Context: an optimization exercise on an open-source flow, tuned for small area, a short achievable clock period and few clock cycles per item. The choices shown serve that exercise and are no tape-out recipe. Only simulation tests tie the RTL to the original design; equivalence was not proved. No activity file was given, so power comes from the tool's default toggle rates.

==> design/flow/design.v <==
`default_nettype none
package cpu_pkg;
    typedef enum logic [2:0] {
        ph_boot    = 3'd0,
        ph_fetch   = 3'd1,
        ph_operand = 3'd2,
        ph_execute = 3'd3,
        ph_halt    = 3'd4
    } phase_t;
    typedef enum logic [3:0] {
        op_mov  = 4'h0,
        op_add  = 4'h1,
        op_sub  = 4'h2,
        op_mul  = 4'h3,
        op_div  = 4'h4,
        op_in   = 4'h7,
        op_out  = 4'h8,
        op_stop = 4'hf
    } opcode_t;
endpackage
`default_nettype wire
`timescale 1ns/1ns
`default_nettype none
module cpu_top
(
    input  wire         clk,
    input  wire         rst_n,
    input  wire  [15:0] mem,
    input  wire  [15:0] in,
    output logic        we,
    output logic [5:0]  addr,
    output logic [15:0] data,
    output logic [15:0] out,
    output logic [5:0]  pc,
    output logic        status
);
    localparam logic [3:0] T_NONE  = 4'd0;
    localparam logic [3:0] T_INSTR = 4'd1;   
    localparam logic [3:0] T_VY    = 4'd2;   
    localparam logic [3:0] T_VZ    = 4'd3;   
    localparam logic [3:0] T_DST   = 4'd4;   
    localparam logic [3:0] T_SHOW  = 4'd5;   
    localparam logic [3:0] T_PY    = 4'd6;   
    localparam logic [3:0] T_PZ    = 4'd7;   
    localparam logic [3:0] T_PS    = 4'd8;   
    localparam logic [1:0] CU_NONE = 2'd0;
    localparam logic [1:0] CU_ADD  = 2'd1;
    localparam logic [1:0] CU_MUL  = 2'd2;
    localparam logic [1:0] CU_DIV  = 2'd3;
    logic [3:0]  itag;       
    logic [3:0]  mtag;       
    logic [15:0] ir;
    logic [15:0] ra, rb, rc;
    logic [5:0]  dest;
    logic        pend_x, pend_y, pend_z;
    logic        show_m, stop_m;
    logic        fetched, jready;
    logic        wpend, rdy, dest_rdy;
    logic        need_y, need_z;
    logic [1:0]  cu;
    logic        sub_q, div_res;
    logic        dphase, cb;
    logic [3:0]  dk;
    assign data = div_res ? rc : ra;
    logic        fwd, start;
    logic [15:0] ci;
    assign fwd   = we && (addr == pc - 6'd1);
    assign start = ((mtag == T_INSTR) || jready) && !wpend && !status;
    assign ci    = fwd ? data : ((mtag == T_INSTR) ? mem : ir);
    logic [3:0] op;
    assign op = ci[15:12];
    logic d_mov, d_add, d_sub, d_mul, d_div, d_in, d_out, d_stop, d_alu, d_wr;
    assign d_mov  = (op == 4'h0);
    assign d_add  = (op == 4'h1);
    assign d_sub  = (op == 4'h2);
    assign d_mul  = (op == 4'h3);
    assign d_div  = (op == 4'h4);
    assign d_in   = (op == 4'h7);
    assign d_out  = (op == 4'h8);
    assign d_stop = (op == 4'hf);
    assign d_alu  = d_add | d_sub | d_mul | d_div;
    assign d_wr   = d_mov | d_alu | d_in;
    logic d_x1, d_y1, d_z1;
    assign d_x1 = (d_wr & ci[11]) | d_out | (d_stop & (ci[10:8] != 3'd0));
    assign d_y1 = d_mov | d_alu | (d_stop & (ci[6:4] != 3'd0));
    assign d_z1 = d_alu | (d_stop & (ci[2:0] != 3'd0));
    logic epx, epy, epz, eshow, estop, efetched, any_pend;
    assign epx      = start ? d_x1 : pend_x;
    assign epy      = start ? d_y1 : pend_y;
    assign epz      = start ? d_z1 : pend_z;
    assign eshow    = start ? (d_out | d_stop) : show_m;
    assign estop    = start ? d_stop : stop_m;
    assign efetched = start ? 1'b0 : fetched;
    assign any_pend = epx | epy | epz;
    logic deref;
    assign deref = (mtag == T_PY) || (mtag == T_PZ) || (mtag == T_PS);
    logic       sel_x, sel_y, sel_z;
    logic [3:0] fld;
    always_comb begin
        sel_x = 1'b0;
        sel_y = 1'b0;
        sel_z = 1'b0;
        if (estop) begin
            if (epx)      sel_x = 1'b1;
            else if (epy) sel_y = 1'b1;
            else          sel_z = 1'b1;
        end else begin
            if (epy)      sel_y = 1'b1;
            else if (epz) sel_z = 1'b1;
            else          sel_x = 1'b1;
        end
        fld = sel_x ? ci[11:8] : (sel_y ? ci[7:4] : ci[3:0]);
    end
    logic [3:0] rtag;
    always_comb begin
        if (eshow)      rtag = fld[3] ? T_PS : T_SHOW;
        else if (sel_y) rtag = fld[3] ? T_PY : T_VY;
        else if (sel_z) rtag = fld[3] ? T_PZ : T_VZ;
        else            rtag = T_DST;
    end
    logic rd_ok, f_ok;
    assign rd_ok = !deref && any_pend &&
                   !(estop && ((mtag == T_PS) || (itag == T_PS)));
    assign f_ok  = !deref && !any_pend && !efetched && !estop;
    logic        cu_act;
    assign cu_act = (cu != CU_NONE) && !need_y && !need_z && !rdy;
    logic b_zero, b_two, b_neg;
    assign b_zero = (rc[1:0] == 2'b00 && !cb) || (rc[1:0] == 2'b11 && cb);
    assign b_two  = (rc[1:0] == 2'b01 && cb) || (rc[1:0] == 2'b10 && !cb);
    assign b_neg  = rc[1] && !(rc[0] && cb);
    logic [15:0] m_op;
    logic        inv;
    always_comb begin
        if (cu == CU_MUL) begin
            m_op = b_zero ? 16'd0 : (b_two ? {rb[14:0], 1'b0} : rb);
            inv  = b_neg;
        end else begin
            m_op = rb;
            inv  = sub_q;
        end
    end
    logic [16:0] sum;
    assign sum = {1'b0, ra} + {1'b0, inv ? ~m_op : m_op} + {16'd0, inv};
    logic ge;
    assign ge = sum[16];
    logic b_is0, dstep, cu_done;
    assign b_is0 = (rb == 16'd0);
    assign dstep = dphase || !(ge && !rb[15]);
    always_comb begin
        case (cu)
            CU_ADD:  cu_done = 1'b1;
            CU_MUL:  cu_done = (rc[15:1] == 15'd0) || (rb[13:0] == 14'd0);
            CU_DIV:  cu_done = b_is0 || (dstep && dk == 4'd0);
            default: cu_done = 1'b0;
        endcase
    end
    logic done_now;
    assign done_now = (cu_act && cu_done) ||
                      ((mtag == T_VY) && (cu == CU_NONE));
    logic w_ok;
    assign w_ok = !deref && !rd_ok && !f_ok && wpend && (rdy || done_now) &&
                  (dest_rdy || (mtag == T_DST));
    logic halt;
    assign halt = estop && !any_pend && (itag == T_NONE) && (mtag != T_PS);
    always_ff @(posedge clk or negedge rst_n) begin
        if (!rst_n) begin
            addr    <= 6'd8;
            pc      <= 6'd9;
            we      <= 1'b0;
            itag    <= T_NONE;
            mtag    <= T_INSTR;
            status  <= 1'b0;
            out     <= 16'd0;
            pend_x  <= 1'b0;
            pend_y  <= 1'b0;
            pend_z  <= 1'b0;
            show_m  <= 1'b0;
            stop_m  <= 1'b0;
            fetched <= 1'b1;
            jready  <= 1'b0;
            wpend   <= 1'b0;
            rdy     <= 1'b0;
            dest_rdy <= 1'b0;
            need_y  <= 1'b0;
            need_z  <= 1'b0;
            cu      <= CU_NONE;
            sub_q   <= 1'b0;
            div_res <= 1'b0;
            dphase  <= 1'b0;
            cb      <= 1'b0;
            dk      <= 4'd0;
        end else if (!status) begin
            mtag <= itag;
            we   <= 1'b0;
            itag <= T_NONE;
            if (mtag == T_VY) need_y <= 1'b0;
            if (mtag == T_VZ) need_z <= 1'b0;
            if (mtag == T_DST) dest_rdy <= 1'b1;
            if (mtag == T_SHOW) out <= mem;
            if ((mtag == T_VY) && (cu == CU_NONE)) rdy <= 1'b1;
            if ((mtag == T_INSTR) && !start) jready <= 1'b1;
            if (cu_act) begin
                if (cu_done) rdy <= 1'b1;
                if (cu == CU_MUL) cb <= rc[1];
                if (cu == CU_DIV && !b_is0) begin
                    if (!dstep) begin
                        dk <= dk + 4'd1;
                    end else if (dk != 4'd0) begin
                        dk     <= dk - 4'd1;
                        dphase <= 1'b1;
                    end
                end
            end
            if (start) begin
                pend_x   <= d_x1;
                pend_y   <= d_y1;
                pend_z   <= d_z1;
                show_m   <= d_out | d_stop;
                stop_m   <= d_stop;
                fetched  <= 1'b0;
                jready   <= 1'b0;
                wpend    <= d_wr;
                rdy      <= d_in;
                dest_rdy <= !ci[11];
                need_y   <= d_mov | d_alu;
                need_z   <= d_alu;
                cu       <= (d_add | d_sub) ? CU_ADD : d_mul ? CU_MUL :
                            d_div ? CU_DIV : CU_NONE;
                sub_q    <= d_sub | d_div;
                div_res  <= d_div;
                dphase   <= 1'b0;
                dk       <= 4'd0;
                cb       <= 1'b0;
            end
            if (deref) begin
                addr <= mem[5:0];
                itag <= (mtag == T_PY) ? T_VY : (mtag == T_PZ) ? T_VZ : T_SHOW;
            end else if (rd_ok) begin
                addr <= {3'd0, fld[2:0]};
                itag <= rtag;
                if (sel_x) pend_x <= 1'b0;
                if (sel_y) pend_y <= 1'b0;
                if (sel_z) pend_z <= 1'b0;
            end else if (f_ok) begin
                addr    <= pc;
                pc      <= pc + 6'd1;
                itag    <= T_INSTR;
                fetched <= 1'b1;
            end else if (w_ok) begin
                addr  <= (mtag == T_DST) ? mem[5:0] : dest;
                we    <= 1'b1;
                wpend <= 1'b0;
            end
            if (halt) status <= 1'b1;
        end
    end
    always_ff @(posedge clk) begin
        if ((mtag == T_INSTR) || start) ir <= ci;
        if (start) dest <= {3'd0, ci[10:8]};
        if (mtag == T_DST) dest <= mem[5:0];
        if (start && d_in) ra <= in;
        if (start && d_mul) ra <= 16'd0;
        if (start && d_div) rc <= 16'd0;
        if (mtag == T_VY) begin
            if (cu == CU_MUL) rc <= mem;
            else ra <= mem;
        end
        if (mtag == T_VZ) rb <= mem;
        if (cu_act) begin
            case (cu)
                CU_ADD: ra <= sum[15:0];
                CU_MUL: begin
                    ra <= sum[15:0];
                    rb <= {rb[13:0], 2'b00};
                    rc <= {2'b00, rc[15:2]};
                end
                CU_DIV: begin
                    if (!b_is0) begin
                        if (!dstep) begin
                            rb <= {rb[14:0], 1'b0};
                        end else begin
                            if (ge) ra <= sum[15:0];
                            rc <= {rc[14:0], ge};
                            if (dk != 4'd0) rb <= {1'b0, rb[15:1]};
                        end
                    end
                end
                default: ;
            endcase
        end
    end
endmodule
`default_nettype wire
==> design/flow/run.sh <==
#!/bin/bash
# synth_recipe.tcl (not shown) runs the flow's synth.tcl, then flattens the netlist and writes it again
# the make line also repeats each setting of config.mk as NAME=value (left out here)
make -C /OpenROAD-flow-scripts/flow DESIGN_CONFIG=/design/flow/config.mk WORK_HOME=/design/flow/orfs CLKGATE_MAP_FILE= SYNTH_SCRIPT=/design/flow/synth_recipe.tcl finish
==> design/flow/config.mk <==
export PLATFORM = sky130hd
export DESIGN_NAME = cpu_top
export DESIGN_NICKNAME = cpu_top
export VERILOG_FILES = /design/flow/design.v
export SDC_FILE = /design/flow/constraint.sdc
export NUM_CORES = 4
export LEC_CHECK = 0
export CAP_MARGIN = 20
export CORE_MARGIN = 2
export CORE_UTILIZATION = 40
export SLEW_MARGIN = 20
==> design/flow/constraint.sdc <==
create_clock -name core_clock -period 36.0 [get_ports {clk}]
set_input_delay 7.2000 -clock core_clock [delete_from_list [all_inputs] [get_ports {clk}]]
set_output_delay 7.2000 -clock core_clock [all_outputs]
set_load 0.01 [all_outputs]
==> metrics.md <==
| Metric | Value |
|---|---|
| Post-CTS setup buffer count | `0` |
| Status | `timing/DRC/antenna clean` |
| Leakage Power | `around 4.2 nW` |
| Post-synth EDFFs | `22` |
| CP Class | `input port to flip-flop` |
| DRT iter0 DRCs | `1,074` |
| Global-route usage over all layers | `26.8%` |
| Reg power frac | `46.0%` |
| FF+latch count, synth | `130` |
| Clock sinks | `130` |
| Most frequent cell after synthesis | `nand2_1` |
| Io pins | `80` |
| Syn_nets | `1,155` |
| Main synth FF type | `dfrtp_1` |
| Maximum vdd ir drop | `approximately 0.027 mV` |
| Async SR Flop Fraction | `46.2%` |
| Worst Tran Pin Value | `roughly 1100 ps` |
| First-pass GRT wire length | `50,400 µm` |
| Chip width | `156 µm` |
| Total Nets Final | `~1,200` |
| Core area | `22,700 µm²` |
| Die Y | `156 µm` |
| Die area | `24,400 µm²` |
| # setup viols final | `0` |
| Total Wirelength | `32,600 µm` |
| CP Data Required Time | `36,310 ps` |
| # DRC | `0` |
| Post-synth top cells | `nand2_1, o21ai_0, a21oi_1, nor2_1, clkbuf_1` |
| CP max FO | `14` |
| Setup TNS | `0 ps` |
| Final hold viol count | `0` |
| Cts bufs inserted | `17` |
| Hold crit path type | `flip-flop to flip-flop` |
| ANT cells | `0` |
| Fmax | `93.6 MHz` |
| Shortest clock period the worst path allows after layout | `roughly 11,000 ps` |
| Pre-antenna DRT Iters | `5` |
| Vias per inst | `between 6 and 7` |
| Final Wtd Congestion | `~0.92` |
| Critical Path End Type | `flip-flop` |
| Int Pwr | `0.246 mW` |
| Via count | `9,132` |
| RSZ-0062 raised after global routing | `false` |
| PostCTS Resize Cnt | `0` |
| Remaining Overflow, GRT | `0` |
| Post-DP HPWL | `22,700 µm` |
| Max Cap Violations | `0` |
| Clock share of power | `51.1%` |
| Mapped cell area | `9280 µm²` |
| Initial Utilization | `40.9%` |
| Seq/Total Area, Yosys | `33.7%` |
| Worst-Skew Late Latency | `430 ps` |
| Critical Path AT | `11,000 ps` |
| Share of the synthesized area in the top cell type | `14.8%` |
| Root buf cell | `clkbuf_16` |
| Cells after synthesis | `1,097` |
| Post-synth cell types | `between 80 and 90` |
| Largest net degree at the start of global routing | `61` |
| Layout cells sized above 1 | `10.6%` |
| CTS H-Tree Depth | `4` |
| Post-DR wirelength/cell | `22.6 µm` |
| Vias in the first global route | `8,415` |
| Hold Slack | `486 ps` |
| Switch share | `23.7%` |
| Combinational power share | `just under 3%` |
| Switching power total | `0.0764 mW` |
| PortBufs | `79` |
| P per Cell Area | `29.6 nW/µm²` |
| Initial antenna violation count | `1` |
| Max-slew violation count | `0` |
| Layout area overhead | `17.3%` |
| Clock Path Buffers | `2` |
| Clock slew at reported path FFs | `60 ps` |
| CTS Hold Bufs | `0` |
| Crit start category | `input port` |
| CTS tree | `yes` |
| Clk_skew | `around 10 ps` |
| Yosys top cell by area | `dfrtp_1` |
| Total number of yosys warnings | `1` |
| Rel. slew slack | `25.5%` |
| ANT nets after route | `0` |
| Avg Cell Area, Syn | `8.46 µm²` |
| Ranking of synthesized cells by area | `dfrtp_1, dfxtp_1, edfxtp_1` |
| Period utilization | `29.7%` |
| FP Rows | `55` |
## critical path, stage by stage
cell             delay, ps
clkdlybuf4s50_1        870
o21ai_0                180
mux2i_1                190
or3_1                  160
a21oi_1                 80
a2111oi_4              500
nand2_4                150
nor4b_4                760
nand4b_1               350
nand2_1                220
mux2_4                 330
## path summary, 6_finish.rpt
check                                         from                  end  slack (ps)  cells past startpoint
worst max-delay path                       mem[12]  addr[1]$_DFFE_PN0P_       25310                     11
worst min-delay path            need_z$_DFFE_PN0P_   need_z$_DFFE_PN0P_         490                      2
worst max register to register   cu[0]$_DFFE_PN0P_  addr[5]$_DFFE_PN0P_       29920                     17
worst min register to register  need_z$_DFFE_PN0P_   need_z$_DFFE_PN0P_         490                      2
max in group asynchronous                    rst_n    sub_q$_DFFE_PN0P_       28520                      2
min in group asynchronous                    rst_n    pc[1]$_DFFE_PN0P_        6930                      2
## logic make-up after synthesis
group / synth area share [%]
AO/OA/AOI/OAI: 25.9
XOR/XNOR: 4.53
adder cells (fa/ha/maj): 3.40
buffers and inverters: 4.45
flip-flops: 33.7
multiplexers: 9.73
AND/OR/NAND/NOR: 18.3
## placed cells by master (no fill, tap or decap), drive strengths merged, types with 25 or more instances in the layout
master and n:
nor3 26, mux2 39, a21oi 61, clkdlybuf4s50 78
o21ai 90, mux2i 46, inv 35, nor2 62
xnor2 25, dfrtp 55, dfxtp 48, nand2 151
nand3 30
## power by group through the flow
stage | Clock, mW | Sequential [mW] | Combinational [mW]
2_1_floorplan | 0 | 0.151 | 0.000789
3_3_place_gp | 0 | 0.151 | 0.00905
3_5_place_dp | 0 | 0.151 | 0.00919
4_1_cts | 0.167 | 0.149 | 0.00919
5_1_grt | 0.173 | 0.148 | 0.00965
6_report | 0.165 | 0.149 | 0.00927
## state kept, by name, summed over array words and instances (netlist names), 2 cells and up
register	count
rb	16
mtag	4
pc	6
rc	16
ra	16
ir	16
itag	4
cu	2
dk	4
out	16
addr	6
dest	6
## area by class of cell
type	instances	area (µm²)
Multi-Input combinational cell	861	5790
Sequential cell	130	3130
Clock inverter	14	115
Inverter	33	124
Timing Repair Buffer	100	943
Fill cell	2212	11800
Tap cell	285	357
Clock buffer	18	429
## through the flow
step / util [%] / cells / power (mW) / cell area, µm² / worst slack, ps
after global routing: 47.9 / 1441 / 0.331 / 10900 / 25060
after CTS: 47.9 / 1441 / 0.325 / 10900 / 25400
final: 47.9 / 1441 / 0.323 / 10900 / 25310
after floorplan: - / 1097 / 0.152 / 9280 / 26170
after detailed placement: 45.5 / 1409 / 0.161 / 10300 / 24950
after global placement: 45.5 / 1409 / 0.161 / 10300 / 25050
## layer usage
layer	wire length [µm]	track usage (%)	vias to the layer above
met2	14100	39.5	420
met5	0	0	-
li1	-	-	4212
met3	2930	5.76	53
met4	766	8.48	0
met1	14800	39.1	4447
Testbench counts, summed over its fixed seeds: cycles 29,612, instrs 5,006.

afterwards: timing with drivers on the ports:
How much do the figures lean on ideal ports? The routed layout below was timed once more, with nothing changed but the port constraints.
Step 1, drivers: a clkbuf_16 drives clk and a buf_2 each remaining input, both assumed.
Step 2 moves the port delays by t, midway between the first and last clock arrival at a register: inputs arrive t later, outputs are due t later. That takes back most of the time a late clock gives input paths.
Slacks: ideal / step 1 / step 2; pairs: ideal / step 1.
shift t [ns]: 0.476
setup WS [ns]: 25.312 / 25.343 / 24.866
worst register clock-pin slew, ns: 0.06 / 0.06
worst slew at a driven data input, ns: 0.04
cell pins on the clock port's net: 1
After both steps setup and hold are still met in this run. For this run, drivers alone change the setup slack by +0.031 ns; drivers and shift together by -0.446 ns.
